What follows belongs to an exercise in optimizing a design on an open flow for small area, a short achievable clock period and few clock cycles per item; a production flow would make more cautious choices.
In this exercise RTL edits were held to simulation tests only and were not proved equivalent to the original.
The flow treats the clock pin as an ideal source, which a real chip does not have.
Power and IR drop assume default switching activity.

Design per_key_chatter_filter_top, start of the top module:
module per_key_chatter_filter_top (
  input  logic                clk,
  input  logic                rst,
  input  logic                cfg_wr_en,
  input  logic [CFG_W-1:0]    cfg_wr_data,
  input  logic                in_valid,
  output logic                in_ready,
  input  logic [CMD_W-1:0]    command,
  input  logic [IDX_IN_W-1:0] entry_index,
  input  logic [KEY_W-1:0]    key_code,
  input  logic [HOLD_W-1:0]   hold_off_ms,
  input  logic [TIME_W-1:0]   time_us,
  output logic                out_valid,
  input  logic                out_ready,
  output logic                pass_event,
  output logic                key_matched
);
  localparam int N     = TABLE_ENTRIES_DEF;
  localparam int FIFO_D = 6;
  localparam int CAP   = FIFO_D + 1;
  logic accept;
  assign accept = in_valid && in_ready && !rst;
  logic [CFG_W-1:0] entries_in_use;
  logic [N-1:0]     in_range;
  always_ff @(posedge clk) begin
    if (rst) begin
      entries_in_use <= '0;
    end else if (cfg_wr_en) begin
      entries_in_use <= cfg_wr_data;
    end
  end
  always_comb begin
    for (int j = 0; j < N; j++) begin
      in_range[j] = entries_in_use[CFG_W-1] || (CFG_W'(j) < entries_in_use);
    end
  end
  logic              is_load;
  logic [N-1:0]      match;
  logic [N-1:0]      code_we;
  assign is_load = (command == CMD_LOAD);
  always_comb begin
    for (int j = 0; j < N; j++) begin
      code_we[j] = accept && is_load && (entry_index == IDX_IN_W'(j));
    end
  end
  pcf_code_cam #(
    .DEPTH (N)
  ) u_cam (
    .clk      (clk),
    .key      (key_code),
    .write    (code_we),
    .match    (match)
  );
  logic                p_v;
  logic                p_load;
  logic [N-1:0]        p_match;
  logic [IDX_IN_W-1:0] p_idx;
  logic [HOLD_W-1:0]   p_hold;
  logic [TIME_W-1:0]   p_time;
  logic [N-1:0]        p_idx_oh;
  logic [N-1:0]        p_first;
  logic [N-1:0]        hold_we;
  always_ff @(posedge clk) begin
    p_v     <= accept;
  ...
Settings: LEC_CHECK=0, CAP_MARGIN=20, CORE_MARGIN=2, CORE_UTILIZATION=60, CTS_CLUSTER_DIAMETER=90, CTS_CLUSTER_SIZE=27, SETUP_SLACK_MARGIN=2.3, SLEW_MARGIN=20; clock period 5.0 ns.
standard.sh (not shown) runs the stock make flow with config.mk's settings and CLKGATE_MAP_FILE= SYNTH_SCRIPT=/design/flow/synth_recipe.tcl, a recipe that flattens the netlist after the stock synthesis.
==> flow/flow/run.sh <==
#!/bin/bash
# The standard layout (the standard.sh, standard synthesis unchanged), with extra
# setup-timing repair passes after clock tree synthesis (flow/post_cts.tcl, run through
# ORFS's POST_CTS_TCL hook). The full output goes to standard.log in the work folder;
# ORFS keeps each step's own log under orfs/logs/.
set -euo pipefail
here="$(pwd)"
export POST_CTS_TCL="$here/flow/post_cts.tcl"
bash standard.sh > "$here/standard.log" 2>&1
==> flow/flow/post_cts.tcl <==
# Extra setup repair after CTS: the single repair_timing call that cts.tcl makes stops
# early, and further calls keep improving the worst slack. Placement is legalized again
# afterwards, as cts.tcl does after its own repair.
puts "post-CTS: extra setup repair"
estimate_parasitics -placement
report_worst_slack -max
for {set i 0} {$i < 6} {incr i} {
  repair_timing -setup -setup_margin 2.8 -repair_tns 100
  report_worst_slack -max
}
detailed_placement
check_placement -verbose
estimate_parasitics -placement
report_worst_slack -max
The baseline passed the timing, design-rule and antenna checks.
Testbench counts at the start, summed over its fixed seeds: cycles 16,048, items 16,000.
Then changed:
--- a/flow/flow/post_cts.tcl
+++ b/flow/flow/post_cts.tcl
@@ -7,3 +7,3 @@
 for {set i 0} {$i < 6} {incr i} {
-  repair_timing -setup -setup_margin 2.8 -repair_tns 100
+  repair_timing -setup -setup_margin 3.0 -repair_tns 100
   report_worst_slack -max
Effect:
- die area is unchanged
- non-clock buffer count grows by 185
- hold slack barely changes
- cell count goes up by 2.3%
- clock power barely changes
- global-route usage came out higher by 3.7 points
- via count rose by 4.5%
- area after synthesis stays the same
- design area rose by 3.3%
- sequential share of layout area decreases by 2.3 points
- sequential power is about the same

== oak ==
per_key_chatter_filter_top, a different RTL version from the one above (not shown whole).
Size in the first run: ~5500 cells after synthesis, roughly 2700 flip-flops, about 96000 um^2 of cells after synthesis.
export LEC_CHECK = 0
export CAP_MARGIN = 20
export CORE_MARGIN = 2
export CORE_UTILIZATION = 60
export CTS_CLUSTER_DIAMETER = 80
export CTS_CLUSTER_SIZE = 24
export SETUP_SLACK_MARGIN = 2.6
export SLEW_MARGIN = 20
create_clock -name core_clock -period 5.0 [get_ports {clk}]
==> flow/flow/run.sh <==
#!/bin/bash
# The standard layout (the standard.sh, standard synthesis unchanged), with extra
# setup-timing repair passes after clock tree synthesis and after global routing
# (flow/post_cts.tcl and flow/post_grt.tcl, run through ORFS's POST_CTS_TCL and
# POST_GLOBAL_ROUTE_TCL hooks), and buf_2 as the port buffer cell. The full output goes
# to standard.log in the work folder; ORFS keeps each step's own log under orfs/logs/.
set -euo pipefail
here="$(pwd)"
export POST_CTS_TCL="$here/flow/post_cts.tcl"
export POST_GLOBAL_ROUTE_TCL="$here/flow/post_grt.tcl"
export BUFFER_PORTS_ARGS="-buffer_cell sky130_fd_sc_hd__buf_2"
bash standard.sh > "$here/standard.log" 2>&1
==> flow/flow/post_cts.tcl <==
# Extra setup repair after CTS: the single repair_timing call that cts.tcl makes stops
# early, and further calls keep improving the worst slack. Placement is legalized again
# afterwards, as cts.tcl does after its own repair.
puts "post-CTS: extra setup repair"
estimate_parasitics -placement
report_worst_slack -max
for {set i 0} {$i < 6} {incr i} {
  repair_timing -setup -setup_margin 2.6 -repair_tns 100
  report_worst_slack -max
}
detailed_placement
check_placement -verbose
estimate_parasitics -placement
report_worst_slack -max
==> flow/flow/post_grt.tcl <==
# Extra setup repair after global routing, on global-route parasitics, as
# global_route.tcl does for its own single repair_timing call: legalize, route the
# changed nets incrementally, and write the route guides again for detailed routing.
puts "post-GRT: extra setup repair"
estimate_parasitics -global_routing
report_worst_slack -max
for {set i 0} {$i < 4} {incr i} {
  repair_timing -setup -setup_margin 2.6 -repair_tns 100
  report_worst_slack -max
}
repair_timing -hold -hold_margin 0
global_route -start_incremental
detailed_placement
global_route -end_incremental -congestion_report_file $::env(REPORTS_DIR)/congestion_post_extra_repair.rpt
check_placement -verbose
estimate_parasitics -global_routing
report_worst_slack -max
report_worst_slack -min
write_guides $::env(RESULTS_DIR)/route.guide
oak reached the final stage; the timing, design-rule and antenna checks on its layout passed.
Testbench counts of oak, summed over its fixed seeds: cycles 16,040, items 16,000.
Inputs modified between oak and pine:
Settings: changing SETUP_SLACK_MARGIN from 2.6 to 2.3; changing CTS_CLUSTER_SIZE from 24 to 27; changing CTS_CLUSTER_DIAMETER from 80 to 90.
==> flow/flow/run.sh <==
#!/bin/bash
# The standard layout (the standard.sh, standard synthesis unchanged), with extra
# setup-timing repair passes after clock tree synthesis (flow/post_cts.tcl, run through
# ORFS's POST_CTS_TCL hook), and buf_2 as the port buffer cell. The full output goes to standard.log in the work folder;
# ORFS keeps each step's own log under orfs/logs/.
set -euo pipefail
here="$(pwd)"
export POST_CTS_TCL="$here/flow/post_cts.tcl"
export BUFFER_PORTS_ARGS="-buffer_cell sky130_fd_sc_hd__buf_2"
bash standard.sh > "$here/standard.log" 2>&1
removed: flow/flow/post_grt.tcl
Results
oak and pine ended up with roughly the same setup TNS.
Comparing pine and oak, net switching fraction of the power is lower on pine.
Looking at wire length on met2, pine sits 1.6% below oak.
On total routed wirelength: between pine and oak, it ends up lower for pine.
~same global-route usage in pine and oak
| transition time at the pin with the least slew margin | pine vs oak | 24 ps higher |
oak → pine: portion of total power attributed to the clock network has decreased; met3 global-route usage has remained practically unchanged.
Looking at final cycle utilization of the critical path, pine sits 1.3 points below oak.
Inputs modified between pine and birch:
Settings: changing SETUP_SLACK_MARGIN from 2.3 to 2.6; changing CTS_CLUSTER_DIAMETER from 90 to 80; changing CORE_UTILIZATION from 60 to 70; changing CTS_CLUSTER_SIZE from 27 to 24.
==> flow/flow/run.sh <==
#!/bin/bash
# The standard layout (the standard.sh, standard synthesis unchanged), with extra
# setup-timing repair passes after clock tree synthesis and after global routing
# (flow/post_cts.tcl and flow/post_grt.tcl, run through ORFS's POST_CTS_TCL and
# POST_GLOBAL_ROUTE_TCL hooks), and buf_2 as the port buffer cell. The full output goes
# to standard.log in the work folder; ORFS keeps each step's own log under orfs/logs/.
set -euo pipefail
here="$(pwd)"
export POST_CTS_TCL="$here/flow/post_cts.tcl"
export POST_GLOBAL_ROUTE_TCL="$here/flow/post_grt.tcl"
export BUFFER_PORTS_ARGS="-buffer_cell sky130_fd_sc_hd__buf_2"
bash standard.sh > "$here/standard.log" 2>&1
==> flow/flow/post_grt.tcl (new file) <==
# Extra setup repair after global routing, on global-route parasitics, as
# global_route.tcl does for its own single repair_timing call: legalize, route the
# changed nets incrementally, and write the route guides again for detailed routing.
puts "post-GRT: extra setup repair"
estimate_parasitics -global_routing
report_worst_slack -max
for {set i 0} {$i < 4} {incr i} {
  repair_timing -setup -setup_margin 2.6 -repair_tns 100
  report_worst_slack -max
}
repair_timing -hold -hold_margin 0
global_route -start_incremental
detailed_placement
global_route -end_incremental -congestion_report_file $::env(REPORTS_DIR)/congestion_post_extra_repair.rpt
check_placement -verbose
estimate_parasitics -global_routing
report_worst_slack -max
report_worst_slack -min
write_guides $::env(RESULTS_DIR)/route.guide
Findings:
In birch relative to pine, width of the die had gone down by a little under 10%.
birch reached the end of the flow, and the finished layout is clean on the timing, design-rule and antenna checks.
pine → birch: required arrival time at the worst endpoint up 20 ps; wire length of the first global-routing pass lost 3.5%; met1 demand-to-capacity share in global routing up 4.6 points; cell count after synthesis flat.

## re-timing with driven ports
The results above use ideal ports. As a check the final layouts listed here were re-extracted and re-timed, cells and wires unchanged. Step 1 (the two cells are an assumption about what drives the block):
set clk [get_ports {clk}]
set_driving_cell -lib_cell sky130_fd_sc_hd__clkbuf_16 $clk
set_driving_cell -lib_cell sky130_fd_sc_hd__buf_2 [delete_from_list [all_inputs] $clk]
Step 2 moves the port delays by t, midway between the first and last clock arrival at a register: inputs arrive t later, outputs are due t later. That takes back most of the time a late clock gives input paths. Slacks: ideal ports / drivers / drivers and shift; pairs: ideal ports / drivers.
| run | t, ns | slack for setup (ns) | pins driven straight from the clock port |
|---|---|---|---|
| the first run of note 1 | 0.871 | 2.689 / 2.678 / 1.920 | 1 |
| the second run of note 1 | 0.878 | 2.690 / 2.675 / 2.128 | 1 |
| oak | 0.879 | 2.331 / 2.354 / 1.515 | 1 |
| pine | 0.861 | 2.398 / 2.318 / 1.457 | 1 |
| birch | 0.871 | 2.311 / 2.358 / 1.493 | 1 |
After both steps every run listed still meets setup and hold. The setup slack of pine, which loses most, moves by -0.080 ns with the drivers and by -0.941 ns with both steps.
